This is an optimization exercise on Yosys and OpenROAD, whose aim is small area, a short achievable clock period and few clock cycles, not a production implementation.
At most, simulation tests tie the RTL to the original design; equivalence was not proved.

rev 12:
==> flow/design.v (excerpt) <==
module monexp_top (
	input  logic clk,
	input  logic reset,
	input  logic start,
	input  logic [79:0] in_word,  
	input  logic [15:0] n0prime,
	output logic busy,
	output logic [15:0] res_word,
	output logic res_valid
);
For scale: ~3300 cells after synthesis, ~120 I/O pins, roughly 34000 sq um of cells after synthesis.
==> flow/config.mk <==
export PLATFORM = sky130hd
export DESIGN_NAME = monexp_top
export DESIGN_NICKNAME = monexp_top
export VERILOG_FILES = /design/flow/design.v
export SDC_FILE = /design/flow/constraint.sdc
export NUM_CORES = 4
export LEC_CHECK = 0
export ABC_CLOCK_PERIOD_IN_PS = 3000
export CAP_MARGIN = 20
export CORE_MARGIN = 2
export CORE_UTILIZATION = 40
export SETUP_SLACK_MARGIN = 5
export SLEW_MARGIN = 20
==> flow/constraint.sdc <==
create_clock -name core_clock -period 10.0 [get_ports {clk}]
set_input_delay 2.0000 -clock core_clock [delete_from_list [all_inputs] [get_ports {clk}]]
set_output_delay 2.0000 -clock core_clock [all_outputs]
set_load 0.01 [all_outputs]
run.sh (not shown) runs the stock make flow with config.mk's settings and CLKGATE_MAP_FILE= SYNTH_SCRIPT=/design/flow/synth_recipe.tcl, a recipe that flattens the netlist after the stock synthesis.
Input changes introduced in rev 13 (baseline for comparison: rev 12):
-- flow/design.v --
<<< rev 12, line 59
	wire [15:0] w_t = in_word[31:16];
	wire accept = start & ~busy & (state == S_IDLE);
	logic iter;  
	wire last_it = (it == 4'd15);
	wire [62:0] b_op = c_q[62:0];
	wire [3:0] u = ss_q[3:0] + sc_q[3:0] + {3'b0, gam_q} + p_q;
	wire [3:0] q = u * np_q;
	wire [67:0] r0 = {4'b0, ss_q & {64{iter}}};
	wire [67:0] r1 = {4'b0, sc_q & {64{iter}}};
	wire [61:0] n_it = n_q & {62{iter}};
	wire [67:0] r2 = {5'b0, b_op & {63{a_q[0]}}};
	wire [67:0] r3 = {4'b0, b_op & {63{a_q[1]}}, gam_q & iter};
	wire [67:0] r4 = {3'b0, b_op & {63{a_q[2]}}, 2'b0};
	wire [67:0] r5 = {2'b0, b_op & {63{a_q[3]}}, 3'b0};
	wire [67:0] r6 = {6'b0, n_it & {62{q[0]}}};
	wire [67:0] r7 = {5'b0, n_it & {62{q[1]}}, 1'b0};
	wire [67:0] r8 = {4'b0, n_it & {62{q[2]}}, 2'b0};
	wire [67:0] r9 = {3'b0, n_it & {62{q[3]}}, 3'b0};
	function automatic [67:0] fa_s(input [67:0] a, input [67:0] b, input [67:0] c);
		fa_s = a ^ b ^ c;
>>> rev 13, line 59
	wire [15:0] w_t = in_word[31:16];
	wire accept = start & ~busy & (state == S_IDLE);
	wire iter = (state == S_RUN) & ~conv;
	wire last_it = (it == 4'd15);
	wire [62:0] b_op = c_q[62:0];
	wire [3:0] u = ss_q[3:0] + sc_q[3:0] + {3'b0, gam_q} + p_q;
	wire [3:0] q = u * np_q;
	wire [67:0] r0 = {4'b0, ss_q};
	wire [67:0] r1 = {4'b0, sc_q};
	wire [67:0] r2 = {5'b0, b_op & {63{a_q[0]}}};
	wire [67:0] r3 = {4'b0, b_op & {63{a_q[1]}}, gam_q};
	wire [67:0] r4 = {3'b0, b_op & {63{a_q[2]}}, 2'b0};
	wire [67:0] r5 = {2'b0, b_op & {63{a_q[3]}}, 3'b0};
	wire [67:0] r6 = {6'b0, n_q & {62{q[0]}}};
	wire [67:0] r7 = {5'b0, n_q & {62{q[1]}}, 1'b0};
	wire [67:0] r8 = {4'b0, n_q & {62{q[2]}}, 2'b0};
	wire [67:0] r9 = {3'b0, n_q & {62{q[3]}}, 3'b0};
	function automatic [67:0] fa_s(input [67:0] a, input [67:0] b, input [67:0] c);
		fa_s = a ^ b ^ c;
<<< rev 12, line 358
		b_n = b_op[3:0];
		if (state == S_LOAD) begin
			a_n = (wcnt == 2'd3) ? mb_q[3:0] : 4'd0;  
			b_n = c_q[19:16];
		end else if (state != S_RUN || conv) begin
			a_n = scan_more ? 4'd0 : nx_a;  
			b_n = nx_b;
		end
>>> rev 13, line 357
		b_n = b_op[3:0];
		if (state == S_LOAD) begin
			a_n = mb_q[3:0];  
			b_n = c_q[19:16];
		end else if (state != S_RUN || conv) begin
			a_n = nx_a;
			b_n = nx_b;
		end
<<< rev 12, line 369
		a_q <= a_n;
		p_q <= p_n;
		ss_q <= s6[67:4];
		sc_q <= c6[67:4];
		gam_q <= gam_n;
		if (accept)
			np_q <= n0prime[3:0];
>>> rev 13, line 368
		a_q <= a_n;
		p_q <= p_n;
		if (iter) begin
			ss_q <= s6[67:4];
			sc_q <= c6[67:4];
			gam_q <= gam_n;
		end else begin
			ss_q <= '0;
			sc_q <= '0;
			gam_q <= 1'b0;
		end
		if (accept)
			np_q <= n0prime[3:0];
<<< rev 12, line 411
			asel <= 1'b0;
			bcnt <= '0;
			iter <= 1'b0;
			busy <= 1'b0;
			res_valid <= 1'b0;
>>> rev 13, line 416
			asel <= 1'b0;
			bcnt <= '0;
			busy <= 1'b0;
			res_valid <= 1'b0;
<<< rev 12, line 431
						it <= '0;
						conv <= 1'b0;
						iter <= 1'b1;
						bcnt <= 6'd63;
					end
>>> rev 13, line 435
						it <= '0;
						conv <= 1'b0;
						bcnt <= 6'd63;
					end
<<< rev 12, line 438
					if (!conv) begin
						it <= it + 1'b1;
						if (last_it) begin
							conv <= 1'b1;
							iter <= 1'b0;
						end
					end else begin
						conv <= 1'b0;
>>> rev 13, line 441
					if (!conv) begin
						it <= it + 1'b1;
						if (last_it)
							conv <= 1'b1;
					end else begin
						conv <= 1'b0;
<<< rev 12, line 451
							state <= S_WAIT;
						end else begin
							iter <= 1'b1;
							ptype <= nx_mul ? P_MUL : (nx_fin ? P_FIN : P_SQR);
							asel <= nx_mul;
>>> rev 13, line 452
							state <= S_WAIT;
						end else begin
							ptype <= nx_mul ? P_MUL : (nx_fin ? P_FIN : P_SQR);
							asel <= nx_mul;
<<< rev 12, line 459
				S_WAIT: if (!scan_more) begin
					state <= S_RUN;
					iter <= 1'b1;
					ptype <= nx_fin ? P_FIN : P_SQR;
					asel <= 1'b0;
>>> rev 13, line 459
				S_WAIT: if (!scan_more) begin
					state <= S_RUN;
					ptype <= nx_fin ? P_FIN : P_SQR;
					asel <= 1'b0;
Notes after the runs:
Rev 13 reached the final stage; the timing, DRC and antenna checks on its layout passed. Of rev 12 and rev 13, the run reporting the higher number of tap instances was rev 12. Cmp rev 12 and rev 13 / global-route wire length before repair / lower: rev 13. Post-route clock period utilization sits lower in rev 13 than in rev 12. The standard cells in rev 13 occupy less silicon area than those in rev 12 do. In rev 13, via count is lower than in rev 12. The core of rev 13 is less densely filled than that of rev 12. Relative to rev 12, number of instances on the worst hold path has decreased by 1 in rev 13. Against rev 12, detailed-route wire length in rev 13 fell by a few percent. There was hardly any difference in fraction of area in clock buffers and inverters between rev 12 and rev 13. Comparing rev 12 and rev 13, the lower count of clock-buffer cells in the layout is on rev 13. Min count of instances resized after the clock tree is built across rev 12 and rev 13: rev 12. Rev 13: wire length on met2 is about 2.4% lower than what rev 12 reported. Number of sequential cells essentially unchanged between rev 12 and rev 13.
Function was not checked in any run of this note: the RTL went through the layout flow alone.

---

## JK
monexp_top, a different RTL version from the one above (not shown whole).
Size: ~3700 cells after synthesis, roughly 410 flip-flops.
make LEC_CHECK=0 ABC_CLOCK_PERIOD_IN_PS=3000 CAP_MARGIN=20 CORE_MARGIN=2 CORE_UTILIZATION=40 SETUP_SLACK_MARGIN=5 SLEW_MARGIN=20 finish   # period 10.0 ns
Edits applied to the flow inputs when going from JK to MS:
--- a/flow/design.v
+++ b/flow/design.v
@@ -69,28 +69,30 @@
 	wire [67:0] r3 = {4'b0, b_op & {63{a_q[1]}}, gam_q};
 	wire [67:0] r4 = {3'b0, b_op & {63{a_q[2]}}, 2'b0};
 	wire [67:0] r5 = {2'b0, b_op & {63{a_q[3]}}, 3'b0};
 	wire [67:0] r6 = {6'b0, n_q & {62{q[0]}}};
 	wire [67:0] r7 = {5'b0, n_q & {62{q[1]}}, 1'b0};
 	wire [67:0] r8 = {4'b0, n_q & {62{q[2]}}, 2'b0};
 	wire [67:0] r9 = {3'b0, n_q & {62{q[3]}}, 3'b0};
-	function automatic [67:0] fa_s(input [67:0] a, input [67:0] b, input [67:0] c);
-		fa_s = a ^ b ^ c;
-	endfunction
-	function automatic [67:0] fa_c(input [67:0] a, input [67:0] b, input [67:0] c);
-		fa_c = {(a[66:0] & b[66:0]) | (a[66:0] & c[66:0]) | (b[66:0] & c[66:0]), 1'b0};
-	endfunction
-	wire [67:0] l1a_s = fa_s(r0, r1, r2), l1a_c = fa_c(r0, r1, r2);
-	wire [67:0] l1b_s = fa_s(r3, r4, r5), l1b_c = fa_c(r3, r4, r5);
-	wire [67:0] l2_s = fa_s(l1a_s, l1a_c, l1b_s), l2_c = fa_c(l1a_s, l1a_c, l1b_s);
-	wire [67:0] x1 = fa_s(l2_s, l2_c, l1b_c), x2 = fa_c(l2_s, l2_c, l1b_c);
-	wire [67:0] l4_s = fa_s(r6, r7, x1), l4_c = fa_c(r6, r7, x1);
-	wire [67:0] y1 = fa_s(l4_s, l4_c, x2), y2 = fa_c(l4_s, l4_c, x2);
-	wire [67:0] l6_s = fa_s(r8, r9, y1), l6_c = fa_c(r8, r9, y1);
-	wire [67:0] s6 = fa_s(l6_s, l6_c, y2), c6 = fa_c(l6_s, l6_c, y2);
+	wire [67:0] s1a = r0 ^ r1 ^ r2;
+	wire [67:0] c1a = {(r0[66:0] & r1[66:0]) | (r0[66:0] & r2[66:0]) | (r1[66:0] & r2[66:0]), 1'b0};
+	wire [67:0] s1b = r3 ^ r4 ^ r5;
+	wire [67:0] c1b = {(r3[66:0] & r4[66:0]) | (r3[66:0] & r5[66:0]) | (r4[66:0] & r5[66:0]), 1'b0};
+	wire [67:0] s2 = s1a ^ c1a ^ s1b;
+	wire [67:0] c2 = {(s1a[66:0] & c1a[66:0]) | (s1a[66:0] & s1b[66:0]) | (c1a[66:0] & s1b[66:0]), 1'b0};
+	wire [67:0] x1 = s2 ^ c2 ^ c1b;
+	wire [67:0] x2 = {(s2[66:0] & c2[66:0]) | (s2[66:0] & c1b[66:0]) | (c2[66:0] & c1b[66:0]), 1'b0};
+	wire [67:0] s4a = x1 ^ x2 ^ r6;
+	wire [67:0] c4a = {(x1[66:0] & x2[66:0]) | (x1[66:0] & r6[66:0]) | (x2[66:0] & r6[66:0]), 1'b0};
+	wire [67:0] s4b = r7 ^ r8 ^ r9;
+	wire [67:0] c4b = {(r7[66:0] & r8[66:0]) | (r7[66:0] & r9[66:0]) | (r8[66:0] & r9[66:0]), 1'b0};
+	wire [67:0] s5 = s4a ^ c4a ^ s4b;
+	wire [67:0] c5 = {(s4a[66:0] & c4a[66:0]) | (s4a[66:0] & s4b[66:0]) | (c4a[66:0] & s4b[66:0]), 1'b0};
+	wire [67:0] s6 = s5 ^ c5 ^ c4b;
+	wire [67:0] c6 = {(s5[66:0] & c5[66:0]) | (s5[66:0] & c4b[66:0]) | (c5[66:0] & c4b[66:0]), 1'b0};
 	wire gam_n = |(s6[3:0] | c6[3:0]);
 	wire [63:0] sum = ss_q + sc_q + {63'b0, gam_q};
 	wire bit_one = e_q[63];
 	wire bits_done = (bcnt == 6'd0);
 	wire scan_more = (ptype == P_MBAR) & ~bit_one & ~bits_done;
 	wire nx_mul = (ptype == P_SQR) & bit_one;
 	wire nx_fin = ~nx_mul & bits_done;
Notes after the runs:
No stage failed in MS, and the final checks on the layout all came back clean.
Going from JK to MS, via count shrank by 1740; number of instances on the worst hold path did not really move.
Measured against MS, the synthesized cell count of JK comes out at 1.06 times the reference value.
Summary of MS over JK: net count after synthesis went down by about 5%; post-layout utilization of the core down 1.5 points; depth of the worst register-to-register path picked up an extra 8; area of the mapped netlist lower.
Final cell area: MS below JK
Comparing JK and MS, worst setup slack before clock tree synthesis is higher on JK.
Re transition at the pin with the smallest max-transition slack: JK and MS aren't equal, and the lower value belongs to JK.
Route | MS vs JK | wire shorter in MS
Testbench counts of MS, summed over its fixed seeds: cycles 103,715.
The RTL of JK was laid out without a check of its function.

---

The RTL this note starts from:
==> flow/design.v <==
`default_nettype none
package monexp_pkg;
	typedef logic [16-1:0] word_t;  
	typedef logic [(16 * 4)-1:0] oper_t;  
	typedef struct packed {
		word_t m;  
		word_t e;  
		word_t n;  
		word_t t;  
		word_t r;  
	} load_word_t;
	typedef struct packed {
		oper_t m;
		oper_t e;
		oper_t n;
		oper_t t;
		oper_t r;
		word_t n0prime;  
	} operand_set_t;
	typedef struct packed {
		oper_t a;
		oper_t b;
	} mont_req_t;
endpackage
`default_nettype wire
`timescale 1ns/1ps
`default_nettype none
module monexp_top (
	input  logic clk,
	input  logic reset,
	input  logic start,
	input  logic [79:0] in_word,  
	input  logic [15:0] n0prime,
	output logic busy,
	output logic [15:0] res_word,
	output logic res_valid
);
	localparam logic [2:0] S_IDLE = 3'd0, S_LOAD = 3'd1, S_RUN = 3'd2, S_WAIT = 3'd3, S_UNLD = 3'd4;
	localparam logic [1:0] P_MBAR = 2'd0, P_SQR = 2'd1, P_MUL = 2'd2, P_FIN = 2'd3;
	logic [2:0] state;
	logic [1:0] wcnt;  
	logic [1:0] ptype;  
	logic [3:0] it;  
	logic conv;  
	logic asel;  
	logic [5:0] bcnt;  
	logic [61:0] n_q;  
	logic [63:0] e_q;  
	logic [62:0] mb_q;  
	logic [63:0] c_q;  
	logic [3:0] np_q;  
	logic [63:0] ss_q, sc_q;  
	logic gam_q;  
	logic [3:0] a_q;  
	logic [3:0] p_q;  
	wire [15:0] w_m = in_word[79:64];
	wire [15:0] w_e = in_word[63:48];
	wire [15:0] w_n = in_word[47:32];
	wire [15:0] w_t = in_word[31:16];
	wire accept = start & ~busy & (state == S_IDLE);
	wire iter = (state == S_RUN) & ~conv;
	wire last_it = (it == 4'd15);
	wire [62:0] b_op = c_q[62:0];
	wire [3:0] u = ss_q[3:0] + sc_q[3:0] + {3'b0, gam_q} + p_q;
	wire [3:0] q = u * np_q;
	wire [67:0] r0 = {4'b0, ss_q};
	wire [67:0] r1 = {4'b0, sc_q};
	wire [67:0] r2 = {5'b0, b_op & {63{a_q[0]}}};
	wire [67:0] r3 = {4'b0, b_op & {63{a_q[1]}}, gam_q};
	wire [67:0] r4 = {3'b0, b_op & {63{a_q[2]}}, 2'b0};
	wire [67:0] r5 = {2'b0, b_op & {63{a_q[3]}}, 3'b0};
	wire [67:0] r6 = {6'b0, n_q & {62{q[0]}}};
	wire [67:0] r7 = {5'b0, n_q & {62{q[1]}}, 1'b0};
	wire [67:0] r8 = {4'b0, n_q & {62{q[2]}}, 2'b0};
	wire [67:0] r9 = {3'b0, n_q & {62{q[3]}}, 3'b0};
	function automatic [67:0] fa_s(input [67:0] a, input [67:0] b, input [67:0] c);
		fa_s = a ^ b ^ c;
	endfunction
	function automatic [67:0] fa_c(input [67:0] a, input [67:0] b, input [67:0] c);
		fa_c = {(a[66:0] & b[66:0]) | (a[66:0] & c[66:0]) | (b[66:0] & c[66:0]), 1'b0};
	endfunction
	wire [67:0] l1a_s = fa_s(r0, r1, r2), l1a_c = fa_c(r0, r1, r2);
	wire [67:0] l1b_s = fa_s(r3, r4, r5), l1b_c = fa_c(r3, r4, r5);
	wire [67:0] l2_s = fa_s(l1a_s, l1a_c, l1b_s), l2_c = fa_c(l1a_s, l1a_c, l1b_s);
	wire [67:0] x1 = fa_s(l2_s, l2_c, l1b_c), x2 = fa_c(l2_s, l2_c, l1b_c);
	wire [67:0] l4_s = fa_s(x2, r6, r7), l4_c = fa_c(x2, r6, r7);
	wire [67:0] y1 = fa_s(x1, l4_s, l4_c), y2 = fa_c(x1, l4_s, l4_c);
	wire [67:0] z1 = fa_s(y1, y2, r8), z2 = fa_c(y1, y2, r8);
	wire [67:0] s6 = fa_s(z1, z2, r9), c6 = fa_c(z1, z2, r9);
	wire gam_n = |(s6[3:0] | c6[3:0]);
	wire [63:0] sum = ss_q + sc_q + {63'b0, gam_q};
	wire bit_one = e_q[63];
	wire bits_done = (bcnt == 6'd0);
	wire scan_more = (ptype == P_MBAR) & ~bit_one & ~bits_done;
	wire nx_mul = (ptype == P_SQR) & bit_one;
	wire nx_fin = ~nx_mul & bits_done;
	wire [3:0] c_lo = conv ? sum[3:0] : c_q[3:0];  
	wire [3:0] nx_a = nx_fin ? 4'd1 : (nx_mul ? mb_q[3:0] : c_lo);
	wire [3:0] nx_b = c_lo;
	logic [3:0] a_dig_c, a_dig_m;
	always_comb begin
		a_dig_c = 4'd0;
		a_dig_m = 4'd0;
		for (int k = 1; k < 16; k++)
			if (it == 4'(k - 1)) begin
				a_dig_c = c_q[4*k +: 4];
				a_dig_m = (k < 15) ? mb_q[4*k +: 4] : {1'b0, mb_q[62:60]};
			end
	end
	wire [3:0] a_dig = (ptype == P_FIN) ? 4'd0 : (asel ? a_dig_m : a_dig_c);
	logic [3:0] a_n, b_n;  
	always_comb begin
		a_n = a_dig;
		b_n = b_op[3:0];
		if (state == S_LOAD) begin
			a_n = mb_q[3:0];  
			b_n = c_q[19:16];
		end else if (state != S_RUN || conv) begin
			a_n = nx_a;
			b_n = nx_b;
		end
	end
	wire [3:0] p_n = a_n * b_n;
	always_ff @(posedge clk) begin
		a_q <= a_n;
		p_q <= p_n;
		if (iter) begin
			ss_q <= s6[67:4];
			sc_q <= c6[67:4];
			gam_q <= gam_n;
		end else begin
			ss_q <= '0;
			sc_q <= '0;
			gam_q <= 1'b0;
		end
		if (accept)
			np_q <= n0prime[3:0];
		if (state == S_LOAD) begin
			case (wcnt)
				2'd0: begin n_q[15:0] <= w_n; mb_q[15:0] <= w_m; end
				2'd1: begin n_q[31:16] <= w_n; mb_q[31:16] <= w_m; end
				2'd2: begin n_q[47:32] <= w_n; mb_q[47:32] <= w_m; end
				default: begin n_q[61:48] <= w_n[13:0]; mb_q[62:48] <= w_m[14:0]; end
			endcase
		end else if (conv && ptype == P_MBAR)
			mb_q <= sum[62:0];
		if (state == S_LOAD || state == S_UNLD)
			c_q <= {w_t, c_q[63:16]};
		else if (conv)
			c_q <= {1'b0, sum[62:0]};
	end
	wire e_shift = ((state == S_RUN) & (ptype == P_MBAR) & ~bit_one & ~bits_done)  
		| (((state == S_RUN) & conv) | ((state == S_WAIT) & ~scan_more)) & (ptype != P_FIN) & ~nx_mul & ~nx_fin & ~scan_more  
		| ((state == S_WAIT) & scan_more);
	always_ff @(posedge clk) begin
		if (state == S_LOAD) begin
			case (wcnt)
				2'd0: e_q[15:0] <= w_e;
				2'd1: e_q[31:16] <= w_e;
				2'd2: e_q[47:32] <= w_e;
				default: e_q[63:48] <= w_e;
			endcase
		end else if (e_shift)
			e_q <= {e_q[62:0], 1'b0};
	end
	always_ff @(posedge clk or posedge reset) begin
		if (reset) begin
			state <= S_IDLE;
			wcnt <= '0;
			ptype <= P_MBAR;
			it <= '0;
			conv <= 1'b0;
			asel <= 1'b0;
			bcnt <= '0;
			busy <= 1'b0;
			res_valid <= 1'b0;
		end else begin
			if (e_shift)
				bcnt <= bcnt - 1'b1;
			case (state)
				S_IDLE: if (accept) begin
					state <= S_LOAD;
					wcnt <= '0;
					busy <= 1'b1;
				end
				S_LOAD: begin
					wcnt <= wcnt + 1'b1;
					if (wcnt == 2'd3) begin
						state <= S_RUN;
						ptype <= P_MBAR;
						asel <= 1'b1;  
						it <= '0;
						conv <= 1'b0;
						bcnt <= 6'd63;
					end
				end
				S_RUN: begin
					if (!conv) begin
						it <= it + 1'b1;
						if (last_it)
							conv <= 1'b1;
					end else begin
						conv <= 1'b0;
						if (ptype == P_FIN) begin
							state <= S_UNLD;
							wcnt <= '0;
							res_valid <= 1'b1;
						end else if (scan_more) begin
							state <= S_WAIT;
						end else begin
							ptype <= nx_mul ? P_MUL : (nx_fin ? P_FIN : P_SQR);
							asel <= nx_mul;
						end
					end
				end
				S_WAIT: if (!scan_more) begin
					state <= S_RUN;
					ptype <= nx_fin ? P_FIN : P_SQR;
					asel <= 1'b0;
				end
				S_UNLD: begin
					wcnt <= wcnt + 1'b1;
					if (wcnt == 2'd3) begin
						state <= S_IDLE;
						busy <= 1'b0;
						res_valid <= 1'b0;
					end
				end
				default: state <= S_IDLE;
			endcase
		end
	end
	assign res_word = c_q[15:0];
endmodule
`default_nettype wire
export LEC_CHECK = 0
export ABC_CLOCK_PERIOD_IN_PS = 3000
export CAP_MARGIN = 20
export CORE_MARGIN = 2
export CORE_UTILIZATION = 40
export SETUP_SLACK_MARGIN = 5
export SLEW_MARGIN = 20
create_clock -name core_clock -period 10.0 [get_ports {clk}]
The first run went through all stages and came out clean.
Edit:
--- a/flow/design.v
+++ b/flow/design.v
@@ -61,8 +61,17 @@
 	wire iter = (state == S_RUN) & ~conv;
 	wire last_it = (it == 4'd15);
 	wire [62:0] b_op = c_q[62:0];
-	wire [3:0] u = ss_q[3:0] + sc_q[3:0] + {3'b0, gam_q} + p_q;
-	wire [3:0] q = u * np_q;
+	wire [3:0] qs1 = ss_q[3:0] ^ sc_q[3:0] ^ p_q;
+	wire [3:0] qc1 = {(ss_q[2:0] & sc_q[2:0]) | (ss_q[2:0] & p_q[2:0]) | (sc_q[2:0] & p_q[2:0]), gam_q};
+	wire qk1 = qs1[0] & qc1[0];  
+	wire [1:0] u_lo = {qs1[1] ^ qc1[1] ^ qk1, qs1[0] ^ qc1[0]};
+	wire qk2 = (qs1[1] & qc1[1]) | (qs1[1] & qk1) | (qc1[1] & qk1);  
+	wire [1:0] v0 = qs1[3:2] + qc1[3:2];  
+	wire [1:0] v1 = qs1[3:2] + qc1[3:2] + 2'd1;
+	wire [3:0] w = u_lo * np_q;  
+	wire [1:0] qh0 = v0 + {v0[0] & np_q[1], 1'b0} + w[3:2];
+	wire [1:0] qh1 = v1 + {v1[0] & np_q[1], 1'b0} + w[3:2];
+	wire [3:0] q = {qk2 ? qh1 : qh0, w[1:0]};
 	wire [67:0] r0 = {4'b0, ss_q};
 	wire [67:0] r1 = {4'b0, sc_q};
 	wire [67:0] r2 = {5'b0, b_op & {63{a_q[0]}}};
@@ -81,12 +90,12 @@
 	endfunction
 	wire [67:0] l1a_s = fa_s(r0, r1, r2), l1a_c = fa_c(r0, r1, r2);
 	wire [67:0] l1b_s = fa_s(r3, r4, r5), l1b_c = fa_c(r3, r4, r5);
-	wire [67:0] l2_s = fa_s(l1a_s, l1a_c, l1b_s), l2_c = fa_c(l1a_s, l1a_c, l1b_s);
-	wire [67:0] x1 = fa_s(l2_s, l2_c, l1b_c), x2 = fa_c(l2_s, l2_c, l1b_c);
-	wire [67:0] l4_s = fa_s(x2, r6, r7), l4_c = fa_c(x2, r6, r7);
-	wire [67:0] y1 = fa_s(x1, l4_s, l4_c), y2 = fa_c(x1, l4_s, l4_c);
-	wire [67:0] z1 = fa_s(y1, y2, r8), z2 = fa_c(y1, y2, r8);
-	wire [67:0] s6 = fa_s(z1, z2, r9), c6 = fa_c(z1, z2, r9);
+	wire [67:0] l2a_s = fa_s(l1a_s, l1a_c, l1b_s), l2a_c = fa_c(l1a_s, l1a_c, l1b_s);
+	wire [67:0] l2b_s = fa_s(l1b_c, r6, r7), l2b_c = fa_c(l1b_c, r6, r7);
+	wire [67:0] l3a_s = fa_s(l2a_s, l2a_c, l2b_s), l3a_c = fa_c(l2a_s, l2a_c, l2b_s);
+	wire [67:0] l3b_s = fa_s(l2b_c, r8, r9), l3b_c = fa_c(l2b_c, r8, r9);
+	wire [67:0] l4_s = fa_s(l3a_s, l3a_c, l3b_s), l4_c = fa_c(l3a_s, l3a_c, l3b_s);
+	wire [67:0] s6 = fa_s(l4_s, l4_c, l3b_c), c6 = fa_c(l4_s, l4_c, l3b_c);
 	wire gam_n = |(s6[3:0] | c6[3:0]);
 	wire [63:0] sum = ss_q + sc_q + {63'b0, gam_q};
 	wire bit_one = e_q[63];
Effect: Clock-buffer cell count climbs by 14. First-iteration DRC count came out higher by 3.7%. Final area grows by about 0.9%. Worst hold slack degrades by 0.024 ns. Wire length came out higher by 7.8%. Critical path depth decreases by 1. Via count went up by 0.49%. Worst setup slack got worse by 0.66 ns.
No functional check of the RTL was part of any run of this note.

[afterwards: timing with drivers on the ports]
The results above use ideal ports. As a check the final layouts listed here were re-extracted and re-timed, cells and wires unchanged.
Step 1 assumes that a clkbuf_16 drives the clock port and a buf_2 every other input.
Step 2 adds t to the input delays and takes it off the output delays; t is the mean of the earliest and latest rising clock arrival at the registers after step 1. Input paths then give back, and output paths get back, about the clock's delay inside the block.
Slacks: no drivers / after step 1 / after step 2; pairs: no drivers / after step 1.
run	shift t [ns]	slack for setup (ns)	cell pins on the clock port's net
rev 12	0.689	5.076 / 5.076 / 5.076	1
rev 13	0.676	5.129 / 5.129 / 5.129	1
JK	0.667	4.734 / 4.734 / 4.734	1
MS	0.674	4.430 / 4.430 / 4.430	1
the first run of note 3	0.667	5.114 / 5.114 / 5.114	1
the second run of note 3	0.678	4.458 / 4.458 / 4.458	1
After both steps every run listed still meets setup and hold.
